This design comes from an exercise in tuning for small area, a short achievable clock period and few clock cycles per item on the open sky130 flow, not from production work.
Only simulation tests tie the RTL to the original design; equivalence was not proved.
Power is estimated from default activity; no workload was simulated.

==> flow/design.v <==
module decode_alu_core #(
    parameter int K = 8,   
    parameter int DR = 2   
) (
    input  logic        clk,
    input  logic        rst,
    input  logic [6:0]  opcode,
    input  logic [2:0]  funct3,
    input  logic [6:0]  funct7,
    input  logic        NOP,
    output logic [2:0]  ImmType,
    output logic        B_Zero,
    output logic [1:0]  isPC_select,
    output logic        RegWriteHZ,
    output logic        MemWriteHZ,
    output logic        MemReadHZ,
    output logic        ALUSrcHZ,
    output logic        BranchHZ,
    output logic        JumpHZ,
    output logic        JumpRegHZ,
    output logic [1:0]  ResultSrcHZ,
    output logic [2:0]  ImmTypeHZ,
    output logic [4:0]  ALUControlHZ,
    input  logic [31:0] rdA,
    input  logic [31:0] rdB,
    input  logic [4:0]  ALUControl,
    output logic [31:0] ALUresult,
    output logic        Carry,
    output logic        Zero,
    output logic        mul_done,
    output logic        div_done
);
    localparam logic [4:0] A_ADD = 5'd0, A_SUB = 5'd1, A_AND = 5'd2, A_OR = 5'd3, A_XOR = 5'd4;
    localparam logic [4:0] A_SLL = 5'd5, A_SRL = 5'd6, A_SRA = 5'd7, A_SLT = 5'd8, A_SLTU = 5'd9;
    localparam int NCH = 32 / K;
    logic       rw, mw, mr, as, br, jp, jr, bz, kill;
    logic [1:0] rs_sel, pcs;
    logic [2:0] it;
    logic [4:0] ac, fop;
    always_comb begin
        rw = 1'b0; mw = 1'b0; mr = 1'b0; as = 1'b0; br = 1'b0; jp = 1'b0; jr = 1'b0; bz = 1'b0;
        rs_sel = 2'b00; pcs = 2'b00; it = 3'b000; ac = A_ADD; fop = A_ADD;
        case (funct3)
            3'd1: fop = A_SLL;
            3'd2: fop = A_SLT;
            3'd3: fop = A_SLTU;
            3'd4: fop = A_XOR;
            3'd5: fop = A_SRL;
            3'd6: fop = A_OR;
            3'd7: fop = A_AND;
            default: fop = A_ADD;
        endcase
        case (opcode)
            7'b0110011: begin
                rw = 1'b1;
                ac = (funct7 == 7'b0000001) ? {2'b10, funct3} :
                     (funct7[5] && funct3 == 3'd0) ? A_SUB :
                     (funct7[5] && funct3 == 3'd5) ? A_SRA : fop;
            end
            7'b0010011: begin
                rw = 1'b1; as = 1'b1;
                ac = (funct7[5] && funct3 == 3'd5) ? A_SRA : fop;
            end
            7'b0000011: begin rw = 1'b1; as = 1'b1; mr = 1'b1; rs_sel = 2'b01; end
            7'b0100011: begin as = 1'b1; mw = 1'b1; it = 3'b001; end
            7'b1100011: begin
                br = 1'b1; it = 3'b010;
                case (funct3)
                    3'b100: begin ac = A_SLT;  bz = 1'b1; end
                    3'b101: begin ac = A_SLT;  bz = 1'b0; end
                    3'b110: begin ac = A_SLTU; bz = 1'b1; end
                    3'b111: begin ac = A_SLTU; bz = 1'b0; end
                    default: begin ac = A_SUB; bz = funct3[0]; end
                endcase
            end
            7'b1101111: begin rw = 1'b1; jp = 1'b1; it = 3'b100; rs_sel = 2'b10; end
            7'b1100111: begin rw = 1'b1; jr = 1'b1; as = 1'b1; rs_sel = 2'b10; end
            7'b0110111: begin rw = 1'b1; as = 1'b1; it = 3'b011; pcs = 2'b10; end
            7'b0010111: begin rw = 1'b1; as = 1'b1; it = 3'b011; pcs = 2'b01; end
            default: ;
        endcase
    end
    assign kill = rst | NOP;
    assign {ImmType, B_Zero, isPC_select} = rst ? 6'd0 : {it, bz, pcs};
    assign {RegWriteHZ, MemWriteHZ, MemReadHZ, ALUSrcHZ, BranchHZ, JumpHZ,
            JumpRegHZ, ResultSrcHZ, ImmTypeHZ, ALUControlHZ} =
           kill ? 17'd0 : {rw, mw, mr, as, br, jp, jr, rs_sel, it, ac};
    logic [31:0] a, b;
    assign a = rdA;
    assign b = rdB;
    logic        busy, done;
    logic [4:0]  cnt;
    logic [32:0] hi;           
    logic [31:0] lo;           
    logic [32:0] dd;           
    logic        pb;           
    logic        neg_q, neg_r;
    logic [2:0]  op_q;         
    logic m_op, is_div, start;
    assign m_op   = ALUControl[4:3] == 2'b10;
    assign is_div = ALUControl[2];
    assign start  = m_op && !busy && !done;
    localparam int W = 35 + K;
    logic              a_sgn, b_sgn, last, corr, prev;
    logic [32:0]       A;
    logic [K-1:0]      c;
    logic [32:0]       H;
    assign a_sgn = ALUControl[1:0] != 2'b11;                        
    assign b_sgn = ALUControl[1:0] == 2'b01;                        
    assign A     = {a_sgn & a[31], a};
    assign c     = busy ? lo[K-1:0] : b[K-1:0];
    assign prev  = busy ? pb : 1'b0;
    assign H     = busy ? hi : 33'd0;
    assign last  = busy ? (cnt == 5'(NCH - 1)) : (NCH == 1);
    assign corr  = last & b[31] & !b_sgn;                           
    logic [W-1:0] rows [K/2 + 2];
    logic [W-1:0] mt;
    always_comb begin
        logic [W-1:0] cst;
        cst = '0;
        cst = cst - (W'(1) << 32);                        
        cst = cst - (W'(1) << (K + 32));                  
        for (int i = 0; i < K / 2; i++) cst = cst - (W'(1) << (2*i + 33));    
        rows[0] = '0;
        rows[0][31:0] = H[31:0];
        rows[0][W-1:32] = H[32] ? cst[W-1:32] : cst[W-1:32] + 1'b1;
        rows[1] = '0;
        rows[1][K +: 32] = corr ? A[31:0] : 32'd0;
        rows[1][K + 32] = ~(corr & A[32]);
        for (int i = 0; i < K / 2; i++) begin
            logic b2, b1, b0, one, two, neg;
            logic [33:0] p;
            b2 = c[2*i+1];
            b1 = c[2*i];
            b0 = (i == 0) ? prev : c[2*i-1];
            neg = b2;
            one = b1 ^ b0;
            two = (b2 & !b1 & !b0) | (!b2 & b1 & b0);
            for (int j = 0; j < 34; j++)
                p[j] = ((one & A[j > 32 ? 32 : j]) | (two & (j == 0 ? 1'b0 : A[j - 1 > 32 ? 32 : j - 1]))) ^ neg;
            rows[2 + i] = '0;
            rows[2 + i][2*i +: 33] = p[32:0];
            rows[2 + i][2*i + 33] = ~p[33];
            rows[1][2*i] = neg;
        end
    end
    function automatic logic [2*W-1:0] csa(input logic [W-1:0] x, input logic [W-1:0] y, input logic [W-1:0] z);
        logic [W-1:0] s, cy;
        s  = x ^ y ^ z;
        cy = (x & y) | (x & z) | (y & z);
        csa = {cy[W-2:0], 1'b0, s};
    endfunction
    logic [W-1:0] sA, cA, sB, cB, sC, cC, sD, cD;
    assign {cA, sA} = csa(rows[2], rows[3], rows[4]);
    assign {cB, sB} = csa(rows[5], rows[0], rows[1]);
    assign {cC, sC} = csa(sA, cA, sB);
    assign {cD, sD} = csa(sC, cC, cB);
    assign mt = sD + cD;
    logic        d_sgn, a_neg, b_neg, b_zero;
    logic [31:0] am, bm;
    logic [5:0]  lza, lzb, nsh;
    logic [4:0]  npad;
    assign d_sgn  = !ALUControl[0];                                 
    assign a_neg  = d_sgn & a[31];
    assign b_neg  = d_sgn & b[31];
    assign am     = a_neg ? -a : a;
    assign bm     = b_neg ? -b : b;
    assign b_zero = b == 32'd0;
    always_comb begin
        lza = 6'd32;
        for (int i = 0; i < 32; i++) if (am[i]) lza = 6'(31 - i);
        lzb = 6'd32;
        for (int i = 0; i < 32; i++) if (bm[i]) lzb = 6'(31 - i);
    end
    assign nsh  = lzb - lza;                                        
    assign npad = nsh[4:0] | 5'(DR - 1);                            
    logic [31:0] rst_r [DR + 1];
    logic [DR-1:0] qb;
    always_comb begin
        rst_r[0] = hi[31:0];
        for (int s = 0; s < DR; s++) begin
            logic [33:0] df;
            df = {2'b0, rst_r[s]} - {1'b0, dd >> s};
            qb[DR - 1 - s] = !df[33];
            rst_r[s + 1] = df[33] ? rst_r[s] : df[31:0];
        end
    end
    always_ff @(posedge clk) begin
        if (rst) begin
            busy <= 1'b0;
            done <= 1'b0;
        end else if (done) begin
            done <= 1'b0;
        end else if (start) begin
            if (!is_div) begin
                busy <= NCH > 1;
                done <= NCH == 1;
            end else if (b_zero || nsh[5]) begin
                done <= 1'b1;                        
            end else begin
                busy <= 1'b1;
            end
        end else if (busy && cnt == (is_div ? 5'd0 : 5'(NCH - 1))) begin
            busy <= 1'b0;
            done <= 1'b1;
        end
    end
    always_ff @(posedge clk) begin
        if (!busy && !done) begin
            op_q  <= ALUControl[2:0];
            neg_q <= (a_neg ^ b_neg) & !b_zero;
            neg_r <= a_neg;
        end
    end
    always_ff @(posedge clk) begin
        if (!is_div) begin
            hi  <= mt[32+K:K];
            lo  <= {mt[K-1:0], busy ? lo[31:K] : b[31:K]};
            cnt <= busy ? cnt + 5'd1 : 5'd1;
        end else if (busy) begin
            hi  <= {1'b0, rst_r[DR]};
            lo  <= {lo[31-DR:0], qb};
            cnt <= cnt - 5'd1;
        end else begin
            hi  <= {1'b0, am};
            lo  <= {32{b_zero}};
            cnt <= npad >> (DR / 2);
        end
        pb <= c[K-1];
        dd <= busy ? dd >> DR : {1'b0, bm} << npad;
    end
    logic        sel_lo, negr;
    logic [31:0] msel, m_res;
    assign sel_lo = op_q[2] ? !op_q[1] : op_q[1:0] == 2'b00;
    assign msel   = sel_lo ? lo : hi[31:0];
    assign negr   = op_q[2] & (op_q[1] ? neg_r : neg_q);
    assign m_res  = negr ? -msel : msel;
    decode_alu_core_alu u_alu (
        .a(a), .b(b), .op(ALUControl), .rst(rst), .done(done), .m_res(m_res), .m_zero(~|msel),
        .result(ALUresult), .carry(Carry), .zero(Zero)
    );
    assign mul_done  = !rst && done && !op_q[2];
    assign div_done  = !rst && done && op_q[2];
endmodule
module decode_alu_core_alu (
    input  logic [31:0] a,
    input  logic [31:0] b,
    input  logic [4:0]  op,
    input  logic        rst,
    input  logic        done,
    input  logic [31:0] m_res,
    input  logic        m_zero,
    output logic [31:0] result,
    output logic        carry,
    output logic        zero
);
    logic        cout, geu, lts, z_sh;
    logic [31:0] sum, dif, shr, early;
    logic        s_add, s_sub, s_shl, s_shr, s_slt, s_sltu, s_m, z_early;
    decode_alu_core_add   u_add   (.a(a), .b(b), .sum(sum), .cout(cout));
    decode_alu_core_sub   u_sub   (.a(a), .b(b), .dif(dif), .geu(geu), .lts(lts));
    decode_alu_core_shift u_shift (.a(a), .sh(b[4:0]), .op(op[1:0]), .shr(shr), .zero(z_sh));
    decode_alu_core_early u_early (
        .a(a), .b(b), .op(op), .rst(rst), .done(done),
        .s_add(s_add), .s_sub(s_sub), .s_shl(s_shl), .s_shr(s_shr), .s_slt(s_slt), .s_sltu(s_sltu),
        .s_m(s_m), .early(early), .z_early(z_early)
    );
    decode_alu_core_out u_out (
        .s_add(s_add), .s_sub(s_sub), .s_shl(s_shl), .s_shr(s_shr), .s_slt(s_slt), .s_sltu(s_sltu),
        .s_m(s_m), .early(early), .z_early(z_early),
        .sum(sum), .cout(cout), .dif(dif), .geu(geu), .lts(lts), .shr(shr), .z_sh(z_sh),
        .m_res(m_res), .m_zero(m_zero),
        .result(result), .carry(carry), .zero(zero)
    );
endmodule
module decode_alu_core_early (
    input  logic [31:0] a,
    input  logic [31:0] b,
    input  logic [4:0]  op,
    input  logic        rst,
    input  logic        done,
    output logic        s_add, s_sub, s_shl, s_shr, s_slt, s_sltu, s_m,
    output logic [31:0] early,
    output logic        z_early
);
    logic ok, s_and, s_or, s_xor, s_none;
    assign ok     = !rst && !done;
    assign s_add  = ok && op == 5'd0;
    assign s_sub  = ok && op == 5'd1;
    assign s_and  = ok && op == 5'd2;
    assign s_or   = ok && op == 5'd3;
    assign s_xor  = ok && op == 5'd4;
    assign s_shl  = ok && op == 5'd5;
    assign s_shr  = ok && (op == 5'd6 || op == 5'd7);
    assign s_slt  = ok && op == 5'd8;
    assign s_sltu = ok && op == 5'd9;
    assign s_none = ok && op > 5'd9;                  
    assign s_m    = !rst && done;
    assign early  = ({32{s_and}} & (a & b)) | ({32{s_or}} & (a | b)) | ({32{s_xor}} & (a ^ b));
    assign z_early = (s_add && ~|(a ^ b ^ {a[30:0] | b[30:0], 1'b0})) ||
                     (s_sub && a == b) ||
                     (s_and && ~|(a & b)) || (s_or && ~|(a | b)) || (s_xor && a == b) ||
                     s_none;
endmodule
module decode_alu_core_out (
    input  logic        s_add, s_sub, s_shl, s_shr, s_slt, s_sltu, s_m,
    input  logic [31:0] early,
    input  logic        z_early,
    input  logic [31:0] sum,
    input  logic        cout,
    input  logic [31:0] dif,
    input  logic        geu,
    input  logic        lts,
    input  logic [31:0] shr,
    input  logic        z_sh,
    input  logic [31:0] m_res,
    input  logic        m_zero,
    output logic [31:0] result,
    output logic        carry,
    output logic        zero
);
    logic [31:0] shl, lt;
    always_comb for (int i = 0; i < 32; i++) shl[i] = shr[31 - i];
    assign lt = {31'd0, (s_slt & lts) | (s_sltu & !geu)};
    assign result = early | ({32{s_add}} & sum) | ({32{s_sub}} & dif) | ({32{s_shl}} & shl) |
                    ({32{s_shr}} & shr) | ({32{s_m}} & m_res) | lt;
    assign carry  = (s_add & cout) | (s_sub & geu);
    assign zero   = z_early | ((s_shl | s_shr) & z_sh) | (s_slt & !lts) | (s_sltu & geu) | (s_m & m_zero);
endmodule
module decode_alu_core_add (
    input  logic [31:0] a,
    input  logic [31:0] b,
    output logic [31:0] sum,
    output logic        cout
);
    assign {cout, sum} = {1'b0, a} + {1'b0, b};
endmodule
module decode_alu_core_sub (
    input  logic [31:0] a,
    input  logic [31:0] b,
    output logic [31:0] dif,
    output logic        geu,      
    output logic        lts       
);
    assign {geu, dif} = {1'b0, a} + {1'b0, ~b} + 33'd1;
    assign lts = (a[31] ^ b[31]) ? a[31] : dif[31];
endmodule
module decode_alu_core_shift (
    input  logic [31:0] a,
    input  logic [4:0]  sh,
    input  logic [1:0]  op,        
    output logic [31:0] shr,       
    output logic        zero
);
    logic [31:0] sh_in, sh_rev;
    logic        left, fill;
    assign left = !op[1];
    assign fill = op[1] & op[0] & a[31];
    always_comb for (int i = 0; i < 32; i++) sh_rev[i] = a[31 - i];
    assign sh_in = left ? sh_rev : a;
    assign shr   = $signed({fill, sh_in}) >>> sh;
    assign zero  = shr == 32'd0;
endmodule
==> flow/run.sh <==
#!/bin/bash
# synth_recipe.tcl (not shown) runs the flow's synth.tcl, then flattens the netlist and writes it again
# the make line also repeats each setting of config.mk as NAME=value (left out here)
make -C /OpenROAD-flow-scripts/flow DESIGN_CONFIG=/design/flow/config.mk WORK_HOME=/design/flow/orfs CLKGATE_MAP_FILE= SYNTH_SCRIPT=/design/flow/synth_recipe.tcl finish
==> flow/config.mk <==
export PLATFORM = sky130hd
export DESIGN_NAME = decode_alu_core
export DESIGN_NICKNAME = decode_alu_core
export VERILOG_FILES = /design/flow/design.v
export SDC_FILE = /design/flow/constraint.sdc
export NUM_CORES = 4
export LEC_CHECK = 0
export CAP_MARGIN = 20
export CORE_MARGIN = 2
export CORE_UTILIZATION = 40
export SETUP_SLACK_MARGIN = 4.5
export SLEW_MARGIN = 20
export SYNTH_HIERARCHICAL = 1
export TNS_END_PERCENT = 0
==> flow/constraint.sdc <==
create_clock -name core_clock -period 12.5 [get_ports {clk}]
set_input_delay 2.5000 -clock core_clock [delete_from_list [all_inputs] [get_ports {clk}]]
set_output_delay 2.5000 -clock core_clock [all_outputs]
set_load 0.01 [all_outputs]
==> flow_summary.ini, run 1 <==
[min_path]
hp-class = reg -> reg

[detailed_routing]
antenna_left = 0
post_drt_via_cell_ratio = 6.50
drc_errors = 0
dr.pass1.iters = 6
routed-via-count = 37076
routed_length_per_instance_um = 26.8
wl_um = 153000
drtIter0Drc = 5017

[critical_path]
timing.critical_path.mode_cell = sky130_fd_sc_hd__buf_4
path_delay_family = compound AO/OA/AOI/OAI gates
path_max_fanout = 6
timing.critical_path.arrival_ns = 5.86
critPathRequiredTime_ns = 10.00
cp_num_buf_inv = 4
crit_chain = buf_4 > buf_12 > buf_4 > mux4_2 > mux2i_4 > mux2i_2 > a221o_1 > o2bb2ai_1 > a22oi_1 > nand3_1 > clkdlybuf4s50_1
critical_path.slowest_cell = sky130_fd_sc_hd__clkdlybuf4s50_1
capturing_element_type_of_the_critical_path = primary output
max_stage_delay_ns = 0.54
worst-setup-path-type = in -> out
start_kind = primary input

[yosys]
post_synth_most_frequent_cells = 432 x sky130_fd_sc_hd__nor2_1, 404 x sky130_fd_sc_hd__nand2_1, 384 x sky130_fd_sc_hd__inv_1
syn-cell-area_mm2 = 0.0329
syn-mean-instance-area_um2 = 7.25
synth.largest_area_cell = sky130_fd_sc_hd__ha_1
synthArstFlopShare_pct = 0
syn-num-nets = 5026
share_of_yosys_cell_area_claimed_by_the_top_area_cell_type_pct = 9.99
yosysMostFrequentCell = sky130_fd_sc_hd__nor2_1
synth_edf_count = 5
seq_cells_post_synth = 111
synth.distinct_cells = 125
yosysWarnings = 11
synth-seq-area-share_pct = 6.90
synth.top_cells.by_area = sky130_fd_sc_hd__ha_1 10%, sky130_fd_sc_hd__fa_1 8.0%, sky130_fd_sc_hd__dfxtp_1 6.4%
synthesis.instances = 4542
synth_ff_type = sky130_fd_sc_hd__dfxtp_1

[sta]
hold_ws_ns = 0.484
final.setup.tns_ns = 0
timing.final.crit_share_pct = 66.9
unrepaired_setup_endpoints_after_global_routing = true
final.setup.worst_slack_ns = 4.14
final-max-slew-violation-count = 0
worstMarginPinSlew_ns = 1.00
setup_violations = 0
fin_skew_ns = 0.0144
clock.fmax_mhz = 120
slew_headroom_pct = 31.3
finalWorstPathRequiredPeriod_ns = 8.36
timing_hold_violations_final = 0

[floorplan]
dieWidth_um = 291
core_area_mm2 = 0.0818
std_cell_rows = 105
floorplan.die.height_um = 291
initial_utilization_pct = 40.2
die_area_mm2 = 0.0847
top_level_pins = 148

[power_and_ir_drop]
p_int_uw = 4090
vdd_ir_drop_max_mv = 0.223
power_leakage_uw = 0.0162
power_frac_clock_pct = 3.3
power.share.sequential_pct = 7.6
netSwitchingPower_uw = 5690
report.power.total_uw = 9790
fraction_of_power_consumed_by_combinational_cells_pct = 89.1
switching_share_pct = 58.2
power_per_cell_area_mw_per_mm2 = 254

[finish]
fill_cells = 8172
area_occupied_by_multi_input_gates_mm2 = 0.0289
area_growth_syn_to_layout_pct = 16.8
final_nets = 5110
postLayoutCellArea_mm2 = 0.0385
register_area_mm2 = 0.00228
drive_above_1_share_pct = 14.3

[global_routing]
global_route.usage.total_pct = 34.2
gr-total-overflow = 0
first_global_vias = 33978
grt_first_pass_wirelength_um = 222000
grt_start_max_net_pins = 63
grt_antenna_before_repair = 5

[cts]
tritoncts_clock_tree = built
cell_chosen_for_the_clock_root = sky130_fd_sc_hd__clkbuf_16
clock-sinks = 111
clk_pin_slew_worst_paths_ns = 0.08
clock_tree.htree_level_count = 3
tritoncts.num_buffers = 9
cts-root-to-sink-buffers = 2
worstSkewPairLatency_ns = 0.39
holdBufCountCts = 0

[placed_design]
post-place-ws_ns = 2.45
dpl-instance-area_mm2 = 0.0352
hpwl_um = 110000
finalWeightedCongestion = 1.04
place.port_buffers = 147

[run]
max_capacitance_violation_total = 0

[outcome]
outcome = no timing/DRC/antenna violations
-- layout by cell type, fill, tap and decap left out, types with 70 or more instances in the layout --
cell type                         count
sky130_fd_sc_hd__a21oi_1            335
sky130_fd_sc_hd__clkdlybuf4s50_1     75
sky130_fd_sc_hd__dfxtp_1            105
sky130_fd_sc_hd__ha_1               241
sky130_fd_sc_hd__xnor2_1            193
sky130_fd_sc_hd__xor2_1             119
sky130_fd_sc_hd__fa_1               127
sky130_fd_sc_hd__mux4_2              70
sky130_fd_sc_hd__nand2_1            399
sky130_fd_sc_hd__inv_1              381
sky130_fd_sc_hd__nor2_1             412
sky130_fd_sc_hd__o21ai_0            304
sky130_fd_sc_hd__mux2i_1            134
sky130_fd_sc_hd__nor3_1              77
sky130_fd_sc_hd__a22oi_1            145
sky130_fd_sc_hd__nand3_1             95
sky130_fd_sc_hd__buf_4              161
-- power groups by stage --
stage | Clock, uW | Sequential, uW | Combinational (uW)
after floorplan | 0 | 592 | 5700
after global placement | 0 | 734 | 7970
after detailed placement | 0 | 736 | 7980
after CTS | 321 | 727 | 8170
after global routing | 334 | 743 | 9410
final | 321 | 743 | 8720
-- modules after synthesis, one instance, submodules excluded, excerpt --
module | flip-flops and latches | cells inside | copies in the design
decode_alu_core | 111 | 3141 | 1
decode_alu_core_add | 0 | 225 | 1
decode_alu_core_early | 0 | 366 | 1
decode_alu_core_out | 0 | 156 | 1
decode_alu_core_shift | 0 | 366 | 1
decode_alu_core_sub | 0 | 288 | 1
-- logic make-up after synthesis --
| logic type | count (synthesis) | share of synthesized area [%] |
|---|---|---|
| compound gates | 1366 | 27.0 |
| xor+xnor | 317 | 8.43 |
| fa+ha+maj | 395 | 18.0 |
| buf+inv | 713 | 8.68 |
| flops | 111 | 6.90 |
| mux | 276 | 11.3 |
| simple gates | 1364 | 19.7 |
-- worst reg2reg max path, delay by kind of cell (launching register included) --
| family | cells | cell delay [ns] |
|---|---|---|
| buffers and inverters | 3 | 0.50 |
| adders and majority gates | 3 | 0.87 |
| and+or+nand+nor | 4 | 0.53 |
| AOI/OAI and AO/OA | 17 | 5.22 |
| DFF | 1 | 0.55 |
-- final cells by class --
cell class | instances | area share (%)
inverters | 393 | 3.90
repair inverters | 2 | 0.0325
diodes | 2 | 0.0130
flip-flops and latches | 111 | 5.92
clock inverters | 7 | 0.211
well taps | 1070 | 3.48
multi-input cells | 3723 | 75.1
repair buffers | 386 | 10.8
clock buffers | 9 | 0.586
-- repair_timing --
action                     in CTS  in global routing
gates resized for setup       400                179
setup endpoints to repair     102                102
setup buffers                  48                 67
cloned                         19                  9
pin swaps                      26                 53
-- per-layer routing --
metal / GRT usage (%) / vias to the layer above / share of wire, %
met1: 44.5 / 17554 / 38
li1: - / 16583 / -
met4: 19.8 / 4 / 7.5
met5: 0 / - / 0.017
met2: 52.7 / 2396 / 43
met3: 6.82 / 539 / 11
-- through the flow --
| step | util (%) | instances |
|---|---|---|
| after floorplan | - | 4542 |
| after global placement | 43.0 | 5542 |
| after detailed placement | 43.0 | 5542 |
| after CTS | 45.4 | 5625 |
| after global routing | 47.0 | 5701 |
| final | 47.0 | 5703 |
-- path summary, 6_finish.rpt --
path                    to   start  slack (ns)  depth (start not counted)
max          ALUresult[23]  rdA[0]        4.14                         11
min                 dd[26]  dd[28]        0.48                          2
max reg2reg         hi[23]   hi[1]        4.67                         27
min reg2reg         dd[26]  dd[28]        0.48                          2
-- flip-flops by register name, indices dropped and copies added (netlist names) --
| signal | cells |
|---|---|
| cnt | 5 |
| dd | 33 |
| neg_q | 1 |
| op_q | 3 |
| pb | 1 |
| done | 1 |
| lo | 32 |
| busy | 1 |
| neg_r | 1 |
| hi | 33 |
Testbench counts, summed over its fixed seeds: cycles 41,189, instrs 24,000.
==> inputs of run 2 (changes only) <==
--- a/flow/design.v
+++ b/flow/design.v
@@ -156,6 +156,8 @@
     assign {cC, sC} = csa(sA, cA, sB);
     assign {cD, sD} = csa(sC, cC, cB);
     assign mt = sD + cD;
+    logic        sel_lo, negr;
+    logic [31:0] msel, m_res;
     logic        d_sgn, a_neg, b_neg, b_zero;
     logic [31:0] am, bm;
     logic [5:0]  lza, lzb, nsh;
@@ -163,7 +165,7 @@
     assign d_sgn  = !ALUControl[0];                                 
     assign a_neg  = d_sgn & a[31];
     assign b_neg  = d_sgn & b[31];
-    assign am     = a_neg ? -a : a;
+    assign am     = nego;                                           
     assign bm     = b_neg ? -b : b;
     assign b_zero = b == 32'd0;
     always_comb begin
@@ -229,12 +231,13 @@
         pb <= c[K-1];
         dd <= busy ? dd >> DR : {1'b0, bm} << npad;
     end
-    logic        sel_lo, negr;
-    logic [31:0] msel, m_res;
     assign sel_lo = op_q[2] ? !op_q[1] : op_q[1:0] == 2'b00;
     assign msel   = sel_lo ? lo : hi[31:0];
     assign negr   = op_q[2] & (op_q[1] ? neg_r : neg_q);
-    assign m_res  = negr ? -msel : msel;
+    logic [31:0] negi, nego;
+    assign negi  = done ? msel : a;
+    assign nego  = (done ? negr : a_neg) ? -negi : negi;
+    assign m_res = nego;
     decode_alu_core_alu u_alu (
         .a(a), .b(b), .op(ALUControl), .rst(rst), .done(done), .m_res(m_res), .m_zero(~|msel),
         .result(ALUresult), .carry(Carry), .zero(Zero)
@@ -299,7 +302,7 @@
     assign early  = ({32{s_and}} & (a & b)) | ({32{s_or}} & (a | b)) | ({32{s_xor}} & (a ^ b));
     assign z_early = (s_add && ~|(a ^ b ^ {a[30:0] | b[30:0], 1'b0})) ||
                      (s_sub && a == b) ||
-                     (s_and && ~|(a & b)) || (s_or && ~|(a | b)) || (s_xor && a == b) ||
+                     ((s_and || s_or || s_xor) && early == 32'd0) ||
                      s_none;
 endmodule
 module decode_alu_core_out (
@@ -359,5 +362,7 @@
     always_comb for (int i = 0; i < 32; i++) sh_rev[i] = a[31 - i];
     assign sh_in = left ? sh_rev : a;
     assign shr   = $signed({fill, sh_in}) >>> sh;
-    assign zero  = shr == 32'd0;
+    logic [31:0] keep;
+    always_comb for (int i = 0; i < 32; i++) keep[i] = left ? (i <= 31 - sh) : (i >= sh);
+    assign zero  = ~|(a & keep) & !fill;
 endmodule
==> flow_summary.ini, run 2 <==
[outcome]
outcome = no timing/DRC/antenna violations

[yosys]
synth.distinct_cells = 135
yosysWarnings = 11
post_synth_most_frequent_cells = 514 x sky130_fd_sc_hd__nor2_1, 403 x sky130_fd_sc_hd__inv_1, 387 x sky130_fd_sc_hd__nand2_1
synth.largest_area_cell = sky130_fd_sc_hd__ha_1
synth_ff_type = sky130_fd_sc_hd__dfxtp_1
syn-mean-instance-area_um2 = 7.15
synth-seq-area-share_pct = 6.70
synthArstFlopShare_pct = 0
share_of_yosys_cell_area_claimed_by_the_top_area_cell_type_pct = 9.66
synthesis.instances = 4747
synth.top_cells.by_area = sky130_fd_sc_hd__ha_1 9.7%, sky130_fd_sc_hd__fa_1 7.8%, sky130_fd_sc_hd__dfxtp_1 6.3%
syn-cell-area_mm2 = 0.0339
synth_edf_count = 5
syn-num-nets = 5230
seq_cells_post_synth = 111
yosysMostFrequentCell = sky130_fd_sc_hd__nor2_1

[run]
max_capacitance_violation_total = 0

[detailed_routing]
dr.pass1.iters = 7
routed-via-count = 40086
antenna_left = 0
met3_wirelength_um = 24300
post_drt_via_cell_ratio = 6.72
detailroute.wirelength.met2_um = 69200
maxUsedRoutingLayer = met5
m1WireLength_um = 68000
drtIter0Drc = 5754
routed_length_per_instance_um = 29.3
wl_um = 175000
drc_errors = 0

[critical_path]
timing.reg2reg.setup_slack_ns = 4.64
capturing_element_type_of_the_critical_path = primary output
critPathRequiredTime_ns = 10.00
reg2reg_to = hi[5]
crit_chain = clkdlybuf4s50_1 > buf_8 > clkinvlp_4 > o221ai_1 > a211o_1 > a21oi_1 > o311ai_1 > buf_4 > clkinvlp_4 > a22oi_1 > nand3_1 > clkdlybuf4s50_1
worst-setup-path-type = in -> out
timing.critical_path.arrival_ns = 5.79
start_kind = primary input
path_max_fanout = 22
cp_num_buf_inv = 6
r2r_start = dd[1]
path_delay_family = buffers and inverters
ff2ff_path_depth = 33
critical_path.slowest_cell = sky130_fd_sc_hd__clkdlybuf4s50_1
max_stage_delay_ns = 0.52
worstSetupPathDepth = 12

[sta]
final.setup.tns_ns = 0
setup_violations = 0
final.setup.worst_slack_ns = 4.21
final-max-slew-violation-count = 0
timing_hold_violations_final = 0
unrepaired_setup_endpoints_after_global_routing = true
clock.fmax_mhz = 121
worstMarginPinSlew_ns = 1.03
timing.final.crit_share_pct = 66.4
finalWorstPathRequiredPeriod_ns = 8.29
fin_skew_ns = 0.0183
slew_headroom_pct = 30.9

[global_routing]
gr-total-overflow = 0
global_route.usage.total_pct = 38.0
grt_start_max_net_pins = 80
grt_antenna_before_repair = 11
first_global_vias = 36519
grt_first_pass_wirelength_um = 247000

[cts]
cell_chosen_for_the_clock_root = sky130_fd_sc_hd__clkbuf_16
worstSkewPairLatency_ns = 0.40
clk_pin_slew_worst_paths_ns = 0.09
clock_tree.htree_level_count = 3
tritoncts.num_buffers = 9
clock-sinks = 111
tritoncts_clock_tree = built
cts-root-to-sink-buffers = 2

[finish]
drive_above_1_share_pct = 16.6
finish.utilization_pct = 48.2
area_occupied_by_multi_input_gates_mm2 = 0.0306
final_nets = 5296
area_growth_syn_to_layout_pct = 19.2
register_area_mm2 = 0.00228
most-common-layout-cells = 492 x sky130_fd_sc_hd__nor2_1, 394 x sky130_fd_sc_hd__inv_1, 380 x sky130_fd_sc_hd__nand2_1, 359 x sky130_fd_sc_hd__a21oi_1, 249 x sky130_fd_sc_hd__o21ai_0
largest_registers = dd x33, hi x33, lo x32
fill_cells = 8521
final_common_cell = sky130_fd_sc_hd__nor2_1

[floorplan]
std_cell_rows = 106
top_level_pins = 148
die_area_mm2 = 0.0871
dieWidth_um = 295
floorplan.die.height_um = 295
initial_utilization_pct = 40.5
core_area_mm2 = 0.0838

[placed_design]
post-place-ws_ns = 2.18
finalWeightedCongestion = 1.02
hpwl_um = 121000
place.port_buffers = 147

[min_path]
timing.hold.worst.start = dd[22]
hp-class = reg -> reg
timing.hold.worst_path_depth = 1
worstHoldEndpoint = dd[20]

[power_and_ir_drop]
vdd_ir_drop_max_mv = 0.302
power_per_cell_area_mw_per_mm2 = 267
power_leakage_uw = 0.0169
run 2: cell count changes after synthesis, moves of 27 or more:
cell,previous run,this run
sky130_fd_sc_hd__mux2i_1,149,102
sky130_fd_sc_hd__xnor2_1,197,155
sky130_fd_sc_hd__mux4_2,70,38
sky130_fd_sc_hd__o21ai_0,323,274
sky130_fd_sc_hd__a22o_1,6,41
sky130_fd_sc_hd__nor2_1,432,514
sky130_fd_sc_hd__a21oi_1,352,379
run 2: layer usage:
layer  global-route usage [%]  vias up
li1                         -    17441
met1                     50.2    19104
met2                     53.7     2857
met3                     11.5      668
met4                     23.0       16
met5                    0.942        -
run 2: metrics by stage:
stage               power (uW)  hold slack [ns]  std cells  area (um^2)
floorplan                 6730            0.454       4747        34000
finish                   10800            0.504       5964        40400
CTS                       9980            0.498       5889        38800
global placement          9260            0.479       5792        36100
detailed placement        9280            0.490       5794        36100
global route             11600            0.523       5953        40400
run 2: cell type report:
type	count	share of cell area, %
tap	1134	3.51
inverter	414	3.93
multi-input combinational	3897	75.6
sequential	111	5.64
clock buffer	9	0.557
timing repair buffer	378	10.5
clock inverter	7	0.217
timing repair inverter	2	0.0248
antenna	12	0.0743
run 2: Yosys stat by module (local to each module, per instance), a selection:
module / copies in the design / area, um^2
decode_alu_core: 1 / 23600
decode_alu_core_add: 1 / 1900
decode_alu_core_early: 1 / 2430
decode_alu_core_out: 1 / 962
decode_alu_core_shift: 1 / 3220
decode_alu_core_sub: 1 / 1820
run 2: worst max path at each step:
stage            start       endpoint  slack [ns]
3_5_place_dp    rdB[6]         hi[20]        2.18
3_3_place_gp    rdB[6]         hi[20]        2.35
6_report       rdA[22]  ALUresult[23]        4.21
4_1_cts        rdB[16]  ALUresult[25]        4.23
2_1_floorplan   rdB[3]         hi[30]        4.50
5_1_grt         rdB[6]  ALUresult[17]        4.19
run 2: logic make-up (layout without fill, tap and decap cells):
logic type | count (synthesis) | in the layout | share of synthesized area (%)
AO/OA/AOI/OAI | 1513 | 1513 | 30.1
AND/OR/NAND/NOR | 1486 | 1495 | 20.8
buffers and inverters | 750 | 810 | 9.09
adder cells (fa/ha/maj) | 398 | 398 | 17.6
XOR/XNOR | 272 | 274 | 7.12
multiplexers | 217 | 217 | 8.61
flip-flops | 111 | 111 | 6.70
other | 0 | 12 | 0
run 2: what timing repair did:
item	CTS	global route
hold endpoints to repair	0	0
buffers inserted	53	51
setup endpoints to repair	103	103
cloned	26	12
pin swaps	61	76
hold buffers	0	0
resized for setup	465	262
run 2: power by group:
part           switching, uW  internal [uW]
registers                286            518
clock network            173            161
logic                   5870           3790
total                   6330           4460
Testbench counts of run 2, summed over its fixed seeds: cycles 41,189, instrs 24,000.
==> inputs of run 3 (changes only) <==
==> flow/flow/run.sh (new file) <==
#!/bin/bash
# The standard layout (standard.sh: synthesis to the routed layout), with one change:
# the port buffers that global placement inserts are buf_4 cells rather than the
# default choice, a slow delay buffer. Every port is still buffered.
set -o pipefail
export BUFFER_PORTS_ARGS="-buffer_cell sky130_fd_sc_hd__buf_4"
bash standard.sh > standard.log 2>&1
status=$?
tail -40 standard.log
exit $status
==> flow/standard.sh (new file) <==
#!/bin/bash
# synth_recipe.tcl (not shown) runs the flow's synth.tcl, then flattens the netlist and writes it again
# the make line also repeats each setting of config.mk as NAME=value (left out here)
make -C /OpenROAD-flow-scripts/flow DESIGN_CONFIG=/design/flow/config.mk WORK_HOME=/design/flow/orfs CLKGATE_MAP_FILE= SYNTH_SCRIPT=/design/flow/synth_recipe.tcl "${@:-finish}"
removed: flow/run.sh
==> flow_summary.ini, run 3 <==
[outcome]
outcome = no timing/DRC/antenna violations

[min_path]
hp-class = reg -> reg

[finish]
finish.utilization_pct = 46.2
final_common_cell = sky130_fd_sc_hd__nor2_1
largest_registers = dd x33, hi x33, lo x32
drive_above_1_share_pct = 15.7
stdcell_count = 5885
most-common-layout-cells = 497 x sky130_fd_sc_hd__nor2_1, 397 x sky130_fd_sc_hd__inv_1, 381 x sky130_fd_sc_hd__nand2_1, 361 x sky130_fd_sc_hd__a21oi_1, 259 x sky130_fd_sc_hd__o21ai_0
final_nets = 5223
area_growth_syn_to_layout_pct = 14.1

[yosys]
syn-mean-instance-area_um2 = 7.15
syn-cell-area_mm2 = 0.0339
synth_ff_type = sky130_fd_sc_hd__dfxtp_1
synth-seq-area-share_pct = 6.70
synthArstFlopShare_pct = 0
synthesis.instances = 4747
synth.distinct_cells = 135
syn-num-nets = 5230
synth.largest_area_cell = sky130_fd_sc_hd__ha_1
synth.top_cells.by_area = sky130_fd_sc_hd__ha_1 9.7%, sky130_fd_sc_hd__fa_1 7.8%, sky130_fd_sc_hd__dfxtp_1 6.3%
yosysWarnings = 11
share_of_yosys_cell_area_claimed_by_the_top_area_cell_type_pct = 9.66
post_synth_most_frequent_cells = 514 x sky130_fd_sc_hd__nor2_1, 403 x sky130_fd_sc_hd__inv_1, 387 x sky130_fd_sc_hd__nand2_1
seq_cells_post_synth = 111
synth_edf_count = 5
yosysMostFrequentCell = sky130_fd_sc_hd__nor2_1

[floorplan]
floorplan.die.height_um = 295
top_level_pins = 148
dieWidth_um = 295
core_area_mm2 = 0.0838
die_area_mm2 = 0.0871
std_cell_rows = 106
initial_utilization_pct = 40.5

[global_routing]
gr-total-overflow = 0
grt_first_pass_wirelength_um = 241000
grt_start_max_net_pins = 73
global_route.usage.total_pct = 37.1
grt_antenna_before_repair = 2
first_global_vias = 35772

[power_and_ir_drop]
power_per_cell_area_mw_per_mm2 = 282
vdd_ir_drop_max_mv = 0.287
power_leakage_uw = 0.0164

[critical_path]
setup.worst_path.end = Zero
max_stage_delay_ns = 0.54
r2r_start = busy
path_max_fanout = 29
critPathRequiredTime_ns = 10.00
timing.critical_path.arrival_ns = 5.66
capturing_element_type_of_the_critical_path = primary output
crit_chain = buf_16 > buf_16 > mux2_4 > maj3_2 > a2bb2oi_1 > or4_1 > a211o_1 > nor4_4 > o21ai_0 > nand3_1 > buf_4
start_kind = primary input
ff2ff_path_depth = 24
timing.reg2reg.setup_slack_ns = 4.76
timing.critical_path.mode_cell = sky130_fd_sc_hd__buf_16
critical_path.slowest_cell = sky130_fd_sc_hd__or4_1
startpoint = ALUControl[1]
reg2reg_to = hi[29]
worst-setup-path-type = in -> out

[detailed_routing]
routed-via-count = 39481
antenna_left = 0
post_drt_via_cell_ratio = 6.71
drtIter0Drc = 5598
routed_length_per_instance_um = 28.6
wl_um = 169000
drc_errors = 0
dr.pass1.iters = 10

[cts]
clock_tree.htree_level_count = 3
cell_chosen_for_the_clock_root = sky130_fd_sc_hd__clkbuf_16
cts-root-to-sink-buffers = 2
tritoncts_clock_tree = built
clk_pin_slew_worst_paths_ns = 0.09
worstSkewPairLatency_ns = 0.42
clock-sinks = 111
tritoncts.num_buffers = 9

[sta]
final.setup.tns_ns = 0
slew_headroom_pct = 20.5
unrepaired_setup_endpoints_after_global_routing = true
final-max-slew-violation-count = 0
timing.final.crit_share_pct = 65.2
fin_skew_ns = 0.0180
finalWorstPathRequiredPeriod_ns = 8.16
clock.fmax_mhz = 123
worstMarginPinSlew_ns = 1.19
setup_violations = 0
timing_hold_violations_final = 0

[placed_design]
hpwl_um = 122000
finalWeightedCongestion = 1.08
place.port_buffers = 147
placed_cell_count = 5753

[run]
max_capacitance_violation_total = 0
[run 3: cell counts after synthesis]
Identical to the previous run, type by type.
[run 3: what timing repair did]
| item | CTS | global route |
|---|---|---|
| gates resized for setup | 194 | 190 |
| gates cloned | 12 | 8 |
| setup endpoints to repair | 100 | 89 |
| setup buffers | 41 | 49 |
| hold buffers | 0 | 0 |
| pin swaps | 39 | 62 |
[run 3: metal layers]
metal | global-route usage, % | part of all wire [%]
met1 | 50.9 | 41
met2 | 52.6 | 40
met3 | 8.36 | 12
met4 | 22.3 | 7.0
met5 | 0 | 0
[run 3: logic make-up after synthesis]
logic type                 share of synthesized area [%]
muxes                                               8.61
DFF                                                 6.70
xor gates and xnor gates                            7.12
adders and majority gates                           17.6
buffers and inverters                               9.09
AOI/OAI and AO/OA                                   30.1
and+or+nand+nor                                     20.8
[run 3: area by class of cell]
cell class              instances  area, um^2
fillers                      8678       45100
multi-input cells            3894       30000
repair buffers                309        3140
flip-flops and latches        111        2280
inverters                     414        1570
well taps                    1134        1420
clock buffers                   9         225
clock inverters                 7        71.3
diodes                          6        15.0
repair inverters                1        5.00
[run 3: how the worst min path moves through the flow]
stage / startpoint / end / slack [ns] / cells after the start
after floorplan: dd[24] / dd[22] / 0.45 / 2
after global placement: dd[18] / dd[16] / 0.47 / 1
after detailed placement: dd[21] / dd[19] / 0.49 / 1
after CTS: dd[21] / dd[19] / 0.51 / 1
after global routing: dd[21] / dd[19] / 0.53 / 1
final: dd[21] / dd[19] / 0.51 / 1
[run 3: critical path: cells and delay by family]
| family | cells | cell delay, ns |
|---|---|---|
| AND/OR/NAND/NOR | 3 | 1.14 |
| AO/OA/AOI/OAI | 3 | 0.75 |
| buffers and inverters | 3 | 0.60 |
| multiplexers | 1 | 0.34 |
| adder cells (fa/ha/maj) | 1 | 0.29 |
[run 3: report_power, final]
group | leakage, uW | internal [uW] | switching (uW) | total (uW)
combinational | 0.0153 | 3780 | 6000 | 9780
sequential | 0.000942 | 520 | 289 | 808
clock | 0.000146 | 142 | 174 | 316
total | 0.0164 | 4440 | 6460 | 10900
[run 3: Yosys stat by module, one instance, submodules excluded, excerpt]
module / cells inside / cell area (um^2) / copies in the design
decode_alu_core: 3274 / 23600 / 1
decode_alu_core_shift: 426 / 3220 / 1
decode_alu_core_early: 341 / 2430 / 1
decode_alu_core_add: 274 / 1900 / 1
decode_alu_core_sub: 276 / 1820 / 1
decode_alu_core_out: 156 / 962 / 1
[run 3: per-stage QoR]
stage          hold WS (ns)  instance area (um^2)  setup slack (ns)  power [uW]
2_1_floorplan         0.454                 34000              4.50        6730
3_3_place_gp          0.473                 35500              2.58        9390
3_5_place_dp          0.490                 35500              2.49        9400
4_1_cts               0.512                 37300              4.41       10100
5_1_grt               0.526                 38700              4.30       11600
6_report              0.505                 38700              4.34       10900
==> inputs of run 4 (changes only) <==
--- a/flow/config.mk
+++ b/flow/config.mk
@@ -5,6 +5,7 @@
 export SDC_FILE = /design/flow/constraint.sdc
 export NUM_CORES = 4
 export LEC_CHECK = 0
+export ABC_AREA = 1
 export CAP_MARGIN = 20
 export CORE_MARGIN = 2
 export CORE_UTILIZATION = 40
==> flow_summary.ini, run 4 <==
[detailed_routing]
m1WireLength_um = 62900
met3_wirelength_um = 13500
maxUsedRoutingLayer = met5
antenna_left = 0
routed_length_per_instance_um = 23.6
drc_errors = 0
detailroute.wirelength.met2_um = 69500
routed-via-count = 38044
wl_um = 159000
drtIter0Drc = 4235
post_drt_via_cell_ratio = 5.64
dr.pass1.iters = 6

[sta]
fin_skew_ns = 0.0234
worstMarginPinSlew_ns = 1.22
final-max-slew-violation-count = 0
unrepaired_setup_endpoints_after_global_routing = true
final.setup.tns_ns = 0
clock.fmax_mhz = 119
timing.final.crit_share_pct = 67.1
slew_headroom_pct = 17.8
timing_hold_violations_final = 0
finalWorstPathRequiredPeriod_ns = 8.38
setup_violations = 0

[critical_path]
startpoint = rdA[8]
capturing_element_type_of_the_critical_path = primary output
start_kind = primary input
setup.worst_path.end = ALUresult[27]
path_max_fanout = 9
r2r_start = hi[2]
critPathRequiredTime_ns = 10.00
worst-setup-path-type = in -> out
timing.critical_path.arrival_ns = 5.88
ff2ff_path_depth = 48
timing.reg2reg.setup_slack_ns = 4.57
reg2reg_to = hi[10]

[yosys]
syn-cell-area_mm2 = 0.0323
synth_ff_type = sky130_fd_sc_hd__dfxtp_1
synth.top_cells.by_area = sky130_fd_sc_hd__nand2_1 19%, sky130_fd_sc_hd__inv_1 11%, sky130_fd_sc_hd__ha_1 10%
synth.distinct_cells = 71
synth-seq-area-share_pct = 7.04
synthArstFlopShare_pct = 0
share_of_yosys_cell_area_claimed_by_the_top_area_cell_type_pct = 19.2
syn-mean-instance-area_um2 = 5.77
syn-num-nets = 6074
synth_edf_count = 5
yosysWarnings = 11
seq_cells_post_synth = 111
post_synth_most_frequent_cells = 1650 x sky130_fd_sc_hd__nand2_1, 938 x sky130_fd_sc_hd__inv_1, 446 x sky130_fd_sc_hd__nand3_1
synth.largest_area_cell = sky130_fd_sc_hd__nand2_1
yosysMostFrequentCell = sky130_fd_sc_hd__nand2_1
synthesis.instances = 5591

[floorplan]
floorplan.die.height_um = 288
initial_utilization_pct = 40.2
std_cell_rows = 104
core_area_mm2 = 0.0802
dieWidth_um = 288
die_area_mm2 = 0.0829
top_level_pins = 148

[power_and_ir_drop]
vdd_ir_drop_max_mv = 0.277
power_leakage_uw = 0.0194
power.share.sequential_pct = 6.2
fraction_of_power_consumed_by_combinational_cells_pct = 91.0
power_per_cell_area_mw_per_mm2 = 320
switching_share_pct = 60.1
netSwitchingPower_uw = 6920
p_int_uw = 4590
power_frac_clock_pct = 2.7

[min_path]
hp-class = reg -> reg

[cts]
cell_chosen_for_the_clock_root = sky130_fd_sc_hd__clkbuf_16
clk_pin_slew_worst_paths_ns = 0.09
cts-root-to-sink-buffers = 2
clock-sinks = 111
worstSkewPairLatency_ns = 0.39
tritoncts.num_buffers = 9
clock_tree.htree_level_count = 3
tritoncts_clock_tree = built

[finish]
fill_cells = 8923
final_nets = 6166
final_common_cell = sky130_fd_sc_hd__nand2_1
drive_above_1_share_pct = 10.3
stdcell_count = 6748
antennaDiodeCount = 0
most-common-layout-cells = 1639 x sky130_fd_sc_hd__nand2_1, 915 x sky130_fd_sc_hd__inv_1, 446 x sky130_fd_sc_hd__nand3_1, 353 x sky130_fd_sc_hd__nor2_1, 263 x sky130_fd_sc_hd__a21oi_1
area_growth_syn_to_layout_pct = 11.7
largest_registers = dd x33, hi x33, lo x32

[run]
max_capacitance_violation_total = 0

[global_routing]
first_global_vias = 35591
gr-total-overflow = 0
grt_antenna_before_repair = 3
global_route.usage.total_pct = 37.3
grt_first_pass_wirelength_um = 229000
grt_start_max_net_pins = 70

[placed_design]
place.port_buffers = 147
placed_cell_count = 6635
hpwl_um = 125000
finalWeightedCongestion = 1.04

[outcome]
outcome = no timing/DRC/antenna violations
==> run 4: cell count changes in the layout (fill, tap and decap cells not counted), moves of 59 or more <==
cell / before / now
sky130_fd_sc_hd__a21o_1: 74 / 2
sky130_fd_sc_hd__a21oi_1: 361 / 263
sky130_fd_sc_hd__a221oi_1: 61 / 2
sky130_fd_sc_hd__a22oi_1: 126 / 8
sky130_fd_sc_hd__inv_1: 397 / 915
sky130_fd_sc_hd__mux2i_1: 94 / 4
sky130_fd_sc_hd__nand2_1: 381 / 1639
sky130_fd_sc_hd__nand3_1: 108 / 446
sky130_fd_sc_hd__nor2_1: 497 / 353
sky130_fd_sc_hd__o22ai_1: 46 / 153
sky130_fd_sc_hd__xnor2_1: 141 / 48
sky130_fd_sc_hd__xor2_1: 113 / 228
==> run 4: cell families (layout without fill, tap and decap cells) <==
family                   Yosys count  in the layout  share of synthesized area [%]
AND/OR/NAND/NOR                 2695           2695                           35.3
buffers and inverters           1197           1293                           14.9
XOR/XNOR                         293            293                           8.07
multiplexers                      11             11                          0.368
flip-flops                       111            111                           7.04
adder cells (fa/ha/maj)          394            394                           18.4
AO/OA/AOI/OAI                    890            891                           16.0
==> run 4: repair_timing <==
| item | in CTS | in global routing |
|---|---|---|
| setup buffers | 36 | 48 |
| setup endpoints to repair | 84 | 94 |
| hold buffers | 0 | 0 |
| endpoints found under the hold margin | 0 | 0 |
| gates cloned | 9 | 4 |
| resized for setup | 96 | 97 |
| pin swaps | 11 | 38 |
==> run 4: final cells by class <==
| type | count | area (um^2) | area share (%) |
|---|---|---|---|
| inverters | 1001 | 3860 | 10.7 |
| clock buffers | 9 | 225 | 0.625 |
| multi-input cells | 4284 | 25800 | 71.7 |
| well taps | 1060 | 1330 | 3.68 |
| repair buffers | 271 | 2400 | 6.66 |
| clock inverters | 7 | 77.6 | 0.215 |
| repair inverters | 5 | 35.0 | 0.0973 |
| flip-flops and latches | 111 | 2280 | 6.32 |
==> run 4: worst min-delay path by stage <==
stage,slack [ns],start,cells past startpoint,endpoint
6_report,0.47,cnt[4],1,cnt[4]
5_1_grt,0.50,dd[29],2,dd[27]
3_5_place_dp,0.44,cnt[4],1,cnt[4]
4_1_cts,0.46,cnt[4],1,cnt[4]
2_1_floorplan,0.41,dd[2],2,dd[0]
3_3_place_gp,0.45,cnt[4],1,cnt[4]
==> run 4: power by group through the flow <==
stage	Combinational (uW)	Clock, uW	Sequential (uW)
after floorplan	6960	0	606
after global placement	9480	0	712
after detailed placement	9490	0	712
after CTS	9860	315	705
after global routing	11500	327	719
final	10500	316	716
==> run 4: routing by layer <==
| metal | track usage [%] | vias up |
|---|---|---|
| met4 | 26.5 | 4 |
| met5 | 0 | - |
| li1 | - | 18081 |
| met1 | 46.6 | 17569 |
| met2 | 59.3 | 1926 |
| met3 | 5.07 | 464 |
==> run 4: metrics by stage <==
step / hold slack (ns) / power [uW] / setup slack, ns / cell area (um^2) / util, %
6_report: 0.465 / 11500 / 4.12 / 36000 / 44.9
5_1_grt: 0.498 / 12600 / 3.88 / 36000 / 44.9
4_1_cts: 0.464 / 10900 / 4.16 / 35200 / 43.9
3_5_place_dp: 0.444 / 10200 / 2.29 / 34100 / 42.5
3_3_place_gp: 0.449 / 10200 / 2.37 / 34100 / 42.5
2_1_floorplan: 0.413 / 7560 / 4.42 / 32500 / -
==> run 4: Yosys stat by module (local to each module, per instance), excerpt <==
module | flops+latches | cells inside | area, um^2 | times used
decode_alu_core | 111 | 3103 | 20400 | 1
decode_alu_core_add | 0 | 505 | 2420 | 1
decode_alu_core_early | 0 | 486 | 2680 | 1
decode_alu_core_out | 0 | 339 | 1460 | 1
decode_alu_core_shift | 0 | 631 | 2810 | 1
decode_alu_core_sub | 0 | 527 | 2520 | 1
==> run 4: worst max-delay path: stages <==
cell	delay, ns
sky130_fd_sc_hd__buf_4	0.21
sky130_fd_sc_hd__clkinv_1	0.26
sky130_fd_sc_hd__nand2_2	0.20
sky130_fd_sc_hd__nand2_2	0.19
sky130_fd_sc_hd__inv_2	0.06
sky130_fd_sc_hd__nor2_1	0.15
sky130_fd_sc_hd__nand3_2	0.15
sky130_fd_sc_hd__nor2_1	0.12
sky130_fd_sc_hd__nand3_1	0.14
sky130_fd_sc_hd__nor2_2	0.17
sky130_fd_sc_hd__nand3_1	0.12
sky130_fd_sc_hd__nor3_2	0.16
sky130_fd_sc_hd__nand3_1	0.14
sky130_fd_sc_hd__nor2_2	0.18
sky130_fd_sc_hd__nand2_1	0.06
sky130_fd_sc_hd__nand2_1	0.12
sky130_fd_sc_hd__xnor2_2	0.23
sky130_fd_sc_hd__clkinv_2	0.18
sky130_fd_sc_hd__a21oi_4	0.25
sky130_fd_sc_hd__nand3_1	0.10
sky130_fd_sc_hd__buf_4	0.15
==> inputs of run 5 (changes only) <==
--- a/flow/config.mk
+++ b/flow/config.mk
@@ -8,7 +8,7 @@
 export ABC_AREA = 1
 export CAP_MARGIN = 20
 export CORE_MARGIN = 2
-export CORE_UTILIZATION = 40
+export CORE_UTILIZATION = 50
 export SETUP_SLACK_MARGIN = 4.5
 export SLEW_MARGIN = 20
 export SYNTH_HIERARCHICAL = 1
==> flow_summary.ini, run 5 <==
[detailed_routing]
drtIter0Drc = 4538
drc_errors = 0
dr.pass1.iters = 7
antenna_left = 0
post_drt_via_cell_ratio = 5.87
wl_um = 154000
routed_length_per_instance_um = 23.5
routed-via-count = 38490

[power_and_ir_drop]
power_leakage_uw = 0.0196
vdd_ir_drop_max_mv = 0.267
power_per_cell_area_mw_per_mm2 = 329

[sta]
worstMarginPinSlew_ns = 1.13
slew_headroom_pct = 24.5
finalWorstPathRequiredPeriod_ns = 8.22
unrepaired_setup_endpoints_after_global_routing = true
final.setup.tns_ns = 0
setup_violations = 0
fin_skew_ns = 0.0212
timing.final.crit_share_pct = 65.8
timing_hold_violations_final = 0
clock.fmax_mhz = 122
final-max-slew-violation-count = 0

[critical_path]
timing.critical_path.arrival_ns = 5.72
path_max_fanout = 43
critPathRequiredTime_ns = 10.00
ff2ff_path_depth = 50
start_kind = primary input
capturing_element_type_of_the_critical_path = primary output
worst-setup-path-type = in -> out

[cts]
worstSkewPairLatency_ns = 0.40
tritoncts_clock_tree = built
clock-sinks = 111
clock_tree.htree_level_count = 3
cts-root-to-sink-buffers = 2
holdBufCountCts = 0
tritoncts.num_buffers = 9
cell_chosen_for_the_clock_root = sky130_fd_sc_hd__clkbuf_16
clk_pin_slew_worst_paths_ns = 0.09

[finish]
final_nets = 6175
largest_registers = dd x33, hi x33, lo x32
most-common-layout-cells = 1632 x sky130_fd_sc_hd__nand2_1, 914 x sky130_fd_sc_hd__inv_1, 444 x sky130_fd_sc_hd__nand3_1, 353 x sky130_fd_sc_hd__nor2_1, 258 x sky130_fd_sc_hd__a21oi_1
area_growth_syn_to_layout_pct = 12.8
finish.utilization_pct = 56.7
area_occupied_by_multi_input_gates_mm2 = 0.0261
final_common_cell = sky130_fd_sc_hd__nand2_1
fill_cells = 6802
register_area_mm2 = 0.00228
antennaDiodeCount = 0
drive_above_1_share_pct = 11.1

[yosys]
yosysMostFrequentCell = sky130_fd_sc_hd__nand2_1
synth.distinct_cells = 71
synthesis.instances = 5591
share_of_yosys_cell_area_claimed_by_the_top_area_cell_type_pct = 19.2
synth_edf_count = 5
synth_ff_type = sky130_fd_sc_hd__dfxtp_1
synth.largest_area_cell = sky130_fd_sc_hd__nand2_1
syn-mean-instance-area_um2 = 5.77
post_synth_most_frequent_cells = 1650 x sky130_fd_sc_hd__nand2_1, 938 x sky130_fd_sc_hd__inv_1, 446 x sky130_fd_sc_hd__nand3_1
syn-cell-area_mm2 = 0.0323
syn-num-nets = 6074
synth-seq-area-share_pct = 7.04
seq_cells_post_synth = 111
synthArstFlopShare_pct = 0
yosysWarnings = 11
synth.top_cells.by_area = sky130_fd_sc_hd__nand2_1 19%, sky130_fd_sc_hd__inv_1 11%, sky130_fd_sc_hd__ha_1 10%

[outcome]
outcome = no timing/DRC/antenna violations

[global_routing]
grt_first_pass_wirelength_um = 224000
first_global_vias = 35395
gr-total-overflow = 0
global_route.usage.total_pct = 44.6
grt_start_max_net_pins = 70
grt_antenna_before_repair = 1

[floorplan]
core_area_mm2 = 0.0641
std_cell_rows = 93
initial_utilization_pct = 50.3
die_area_mm2 = 0.0666
top_level_pins = 148
floorplan.die.height_um = 258
dieWidth_um = 258

[placed_design]
hpwl_um = 118000
finalWeightedCongestion = 1.08
place.port_buffers = 147

[min_path]
timing.hold.worst_path_depth = 1
hp-class = reg -> reg

[run]
max_capacitance_violation_total = 0
==> run 5: cell count changes in the layout (fill, tap and decap cells not counted), sizes merged <==
| cell | before | now |
|---|---|---|
| buf | 264 | 268 |
| bufinv | 0 | 1 |
| bufbuf | 3 | 9 |
| inv | 967 | 977 |
| o21ai | 289 | 290 |
| clkinv | 26 | 22 |
| clkinvlp | 20 | 11 |
==> run 5: layout make-up <==
cell class | count | area share [%]
Multi-Input combinational cell | 4285 | 71.6
Inverter | 1001 | 10.7
Timing Repair Buffer | 281 | 7.52
Sequential cell | 111 | 6.26
Tap cell | 855 | 2.94
Clock buffer | 9 | 0.619
Clock inverter | 7 | 0.244
Timing Repair inverter | 3 | 0.0619
==> run 5: worst max-delay path: stages <==
cell,delay [ns]
sky130_fd_sc_hd__buf_6,0.12
sky130_fd_sc_hd__buf_6,0.34
sky130_fd_sc_hd__inv_1,0.15
sky130_fd_sc_hd__ha_1,0.33
sky130_fd_sc_hd__nand3_1,0.09
sky130_fd_sc_hd__nand3_1,0.21
sky130_fd_sc_hd__nand2_1,0.13
sky130_fd_sc_hd__nand2_1,0.20
sky130_fd_sc_hd__nand2_1,0.14
sky130_fd_sc_hd__nand3b_1,0.11
sky130_fd_sc_hd__a21oi_1,0.33
sky130_fd_sc_hd__fa_1,0.46
sky130_fd_sc_hd__inv_1,0.07
sky130_fd_sc_hd__a21oi_1,0.17
sky130_fd_sc_hd__nand3_1,0.16
sky130_fd_sc_hd__buf_4,0.18
==> run 5: timing repair <==
| action | 4_1_cts | 5_1_grt |
|---|---|---|
| pin swaps | 42 | 51 |
| gates resized for setup | 184 | 84 |
| buffers inserted | 50 | 37 |
| hold endpoints to repair | 0 | 0 |
| endpoints found under the setup margin | 82 | 81 |
| gates cloned | 14 | 5 |
==> run 5: per-module statistics from Yosys, one instance, submodules excluded, excerpt <==
module,cells inside,area [um^2]
decode_alu_core_sub,527,2520
decode_alu_core_shift,631,2810
decode_alu_core_add,505,2420
decode_alu_core_out,339,1460
decode_alu_core,3103,20400
decode_alu_core_early,486,2680
==> run 5: through the flow <==
stage          area (um^2)  setup WS, ns  total power, uW  hold slack (ns)  cells
3_5_place_dp         33800          2.40            10200            0.450   6430
3_3_place_gp         33800          2.47            10200            0.445   6430
2_1_floorplan        32500          4.42             7560            0.413   5591
5_1_grt              36400          4.09            13000            0.503   6552
6_report             36400          4.28            12000            0.465   6552
4_1_cts              35700          4.47            11200            0.470   6510
==> run 5: path summary, 6_finish.rpt <==
check,startpoint,end,slack [ns]
max,rdB[1],Zero,4.28
max reg2reg,dd[2],hi[24],4.71
min reg2reg,cnt[4],cnt[4],0.46
min,cnt[4],cnt[4],0.46
==> run 5: logic make-up (layout without fill, tap and decap cells) <==
group                    count (synthesis)  after routing  synth area share [%]
AO/OA/AOI/OAI                          890            892                  16.0
XOR/XNOR                               293            293                  8.07
adder cells (fa/ha/maj)                394            394                  18.4
buffers and inverters                 1197           1301                  14.9
flip-flops                             111            111                  7.04
multiplexers                            11             11                 0.368
AND/OR/NAND/NOR                       2695           2695                  35.3
==> run 5: power breakdown <==
| group | switching (uW) | internal [uW] |
|---|---|---|
| sequential | 188 | 532 |
| combinational | 6780 | 4130 |
| clock | 179 | 147 |
| total | 7150 | 4810 |
==> run 5: layer usage <==
metal | routed length, um | track usage, % | up-vias
met5 | 0 | 0 | -
met4 | 15100 | 34.7 | 0
met3 | 15900 | 8.02 | 534
met2 | 64900 | 68.9 | 2219
met1 | 57800 | 55.0 | 17635
li1 | - | - | 18102
==> inputs of run 6 (changes only) <==
--- a/flow/config.mk
+++ b/flow/config.mk
@@ -9,6 +9,7 @@
 export CAP_MARGIN = 20
 export CORE_MARGIN = 2
 export CORE_UTILIZATION = 50
+export GPL_ROUTABILITY_DRIVEN = 0
 export SETUP_SLACK_MARGIN = 4.5
 export SLEW_MARGIN = 20
 export SYNTH_HIERARCHICAL = 1
==> flow_summary.ini, run 6 <==
[outcome]
outcome = no timing/DRC/antenna violations

[yosys]
share_of_yosys_cell_area_claimed_by_the_top_area_cell_type_pct = 19.2
synthArstFlopShare_pct = 0
syn-num-nets = 6074
synth-seq-area-share_pct = 7.04
syn-cell-area_mm2 = 0.0323
seq_cells_post_synth = 111
synth_ff_type = sky130_fd_sc_hd__dfxtp_1
post_synth_xor_area_fraction_pct = 8.07
yosys.area_share.simple_pct = 35.3
synth_top_family_by_area = simple AND/OR/NAND/NOR gates
synth.largest_area_cell = sky130_fd_sc_hd__nand2_1
synth_mux_area_share_pct = 0.369
synth.distinct_cells = 71
synthesis.instances = 5591
synth_edf_count = 5
post_synthesis_adder_cell_area_fraction_pct = 18.4
synth.top_cells.by_area = sky130_fd_sc_hd__nand2_1 19%, sky130_fd_sc_hd__inv_1 11%, sky130_fd_sc_hd__ha_1 10%
syn-mean-instance-area_um2 = 5.77
yosysWarnings = 11
yosysMostFrequentCell = sky130_fd_sc_hd__nand2_1
post_synth_most_frequent_cells = 1650 x sky130_fd_sc_hd__nand2_1, 938 x sky130_fd_sc_hd__inv_1, 446 x sky130_fd_sc_hd__nand3_1
synth_compound_area_share_pct = 16.0

[sta]
unrepaired_setup_endpoints_after_global_routing = true
setup_violations = 0
hold_ws_ns = 0.472
worstMarginPinSlew_ns = 1.11
finalWorstPathRequiredPeriod_ns = 8.30
timing.final.crit_share_pct = 66.4
slew_headroom_pct = 25.5
clock.fmax_mhz = 121
final-max-slew-violation-count = 0
final.setup.tns_ns = 0
fin_skew_ns = 0.0216
timing_hold_violations_final = 0

[detailed_routing]
post_drt_via_cell_ratio = 5.86
routed-via-count = 38558
drc_errors = 0
antenna_left = 0
drtIter0Drc = 4504
dr.pass1.iters = 8
routed_length_per_instance_um = 23.4
wl_um = 154000

[global_routing]
grt_first_pass_wirelength_um = 222000
grt_antenna_before_repair = 3
grt_start_max_net_pins = 70
gr-total-overflow = 0
global_route.usage.total_pct = 44.3
first_global_vias = 35318

[cts]
clock_tree.htree_level_count = 3
tritoncts.num_buffers = 9
clk_pin_slew_worst_paths_ns = 0.10
worstSkewPairLatency_ns = 0.40
tritoncts_clock_tree = built
cts-root-to-sink-buffers = 2
clock-sinks = 111
holdBufCountCts = 0
cell_chosen_for_the_clock_root = sky130_fd_sc_hd__clkbuf_16

[placed_design]
place.port_buffers = 147
hpwl_um = 118000
dpl-instance-area_mm2 = 0.0338

[power_and_ir_drop]
power_leakage_uw = 0.0197
power_per_cell_area_mw_per_mm2 = 334
vdd_ir_drop_max_mv = 0.287

[critical_path]
critical_path.slowest_cell = sky130_fd_sc_hd__xor2_1
start_kind = primary input
path_max_fanout = 9
timing.critical_path.mode_cell = sky130_fd_sc_hd__nand3_1
crit_chain = buf_4 > clkinv_1 > nand2_1 > nand2_2 > inv_2 > nor2_1 > nand3_2 > nor2_1 > nand3_1 > nor2_2 > nand3_1 > nand2_1 > xor2_1 > inv_1 > a21oi_1 > nand3_1 > buf_4
critPathRequiredTime_ns = 10.00
timing.critical_path.arrival_ns = 5.80
path_delay_family = simple AND/OR/NAND/NOR gates
capturing_element_type_of_the_critical_path = primary output
max_stage_delay_ns = 0.58
worst-setup-path-type = in -> out
cp_num_buf_inv = 5

[finish]
area_growth_syn_to_layout_pct = 13.3
drive_above_1_share_pct = 11.6
final_nets = 6198
final_common_cell = sky130_fd_sc_hd__nand2_1
postLayoutCellArea_mm2 = 0.0366
finish.utilization_pct = 57.0
fill_cells = 6755
largest_registers = dd x33, hi x33, lo x32
most-common-layout-cells = 1635 x sky130_fd_sc_hd__nand2_1, 912 x sky130_fd_sc_hd__inv_1, 443 x sky130_fd_sc_hd__nand3_1, 352 x sky130_fd_sc_hd__nor2_1, 263 x sky130_fd_sc_hd__buf_4

[floorplan]
floorplan.die.height_um = 258
core_area_mm2 = 0.0641
initial_utilization_pct = 50.3
std_cell_rows = 93
top_level_pins = 148
dieWidth_um = 258
die_area_mm2 = 0.0666

[run]
max_capacitance_violation_total = 0

[min_path]
hp-class = reg -> reg
==> run 6: cell counts after synthesis <==
Identical to the previous run, type by type.
==> run 6: layer usage <==
| layer | track usage (%) | part of all wire (%) | vias to the layer above |
|---|---|---|---|
| met5 | 0 | 0 | - |
| met4 | 34.7 | 9.9 | 0 |
| met3 | 6.67 | 11 | 567 |
| met2 | 68.3 | 42 | 2328 |
| met1 | 55.5 | 38 | 17508 |
| li1 | - | - | 18155 |
==> run 6: path summary, 6_finish.rpt <==
path / start / end / slack (ns) / cells after the start
min reg2reg: cnt[4] / cnt[4] / 0.47 / 1
min: cnt[4] / cnt[4] / 0.47 / 1
max: rdA[8] / ALUresult[21] / 4.20 / 17
max reg2reg: hi[2] / hi[1] / 4.60 / 48
==> run 6: area by class of cell <==
class,count,area (um^2),area share (%)
repair inverters,3,22.5,0.0616
multi-input cells,4284,26100,71.5
repair buffers,305,2850,7.78
clock buffers,9,225,0.616
clock inverters,7,93.8,0.257
flip-flops and latches,111,2280,6.23
well taps,855,1070,2.93
diodes,3,7.51,0.0205
inverters,1001,3880,10.6
==> run 6: power breakdown <==
| part | switching (uW) | internal, uW | total, uW |
|---|---|---|---|
| Sequential | 179 | 532 | 711 |
| Clock | 181 | 147 | 328 |
| Combinational | 6850 | 4330 | 11200 |
==> run 6: Yosys stat by module, one instance, submodules excluded, a selection <==
module,flops+latches,cells inside
decode_alu_core_early,0,486
decode_alu_core_add,0,505
decode_alu_core_sub,0,527
decode_alu_core_out,0,339
decode_alu_core_shift,0,631
decode_alu_core,111,3103
==> run 6: what timing repair did <==
item / CTS / global route
pin swaps: 47 / 77
buffers inserted: 60 / 52
setup endpoints to repair: 82 / 81
cloned: 11 / 5
resized for setup: 160 / 111
==> run 6: kinds of logic after synthesis <==
| logic type | Yosys count |
|---|---|
| AOI/OAI and AO/OA | 890 |
| xor gates and xnor gates | 293 |
| adders and majority gates | 394 |
| buffers and inverters | 1197 |
| DFF | 111 |
| muxes | 11 |
| and+or+nand+nor | 2695 |
==> run 6: through the flow <==
| step | setup WS [ns] | std cells | total power, uW |
|---|---|---|---|
| after floorplan | 4.42 | 5591 | 7560 |
| after global placement | 2.42 | 6431 | 10100 |
| after detailed placement | 2.37 | 6431 | 10100 |
| after CTS | 4.41 | 6518 | 11300 |
| after global routing | 3.93 | 6576 | 13300 |
| final | 4.20 | 6578 | 12200 |

[afterwards: timing with drivers on the ports]
Ports are ideal in the flow. The routed layouts listed here were re-timed in OpenROAD.
Step 1: set_driving_cell puts a clkbuf_16 on clk and a buf_2 on each other input, an assumption about the parent block.
Step 2 times the ports against the registers' clock, not the clock port: input delays grow and output delays shrink by t, the midpoint of the rising clock arrivals with the driver on.
a / b / c = ideal ports / drivers / drivers and shift; a / b = the first two.
| run | shift t [ns] | setup WS [ns] | worst setup path after step 2 | clock arrival spread, ns |
|---|---|---|---|---|
| run 1 | 0.429 | 4.143 / 4.002 / 3.884 | input to register | 0.015 / 0.015 |
| run 2 | 0.438 | 4.206 / 4.145 / 3.948 | input to register | 0.019 / 0.019 |
| run 3 | 0.455 | 4.345 / 4.139 / 3.982 | input to register | 0.018 / 0.018 |
| run 4 | 0.433 | 4.119 / 4.056 / 3.622 | input to register | 0.023 / 0.023 |
| run 5 | 0.440 | 4.279 / 4.168 / 3.776 | input to register | 0.021 / 0.021 |
| run 6 | 0.443 | 4.201 / 4.149 / 3.706 | input to register | 0.022 / 0.022 |
After both steps setup and hold are still met in every run listed. The setup slack of run 5, which loses most, moves by -0.111 ns with the drivers and by -0.503 ns with both steps.
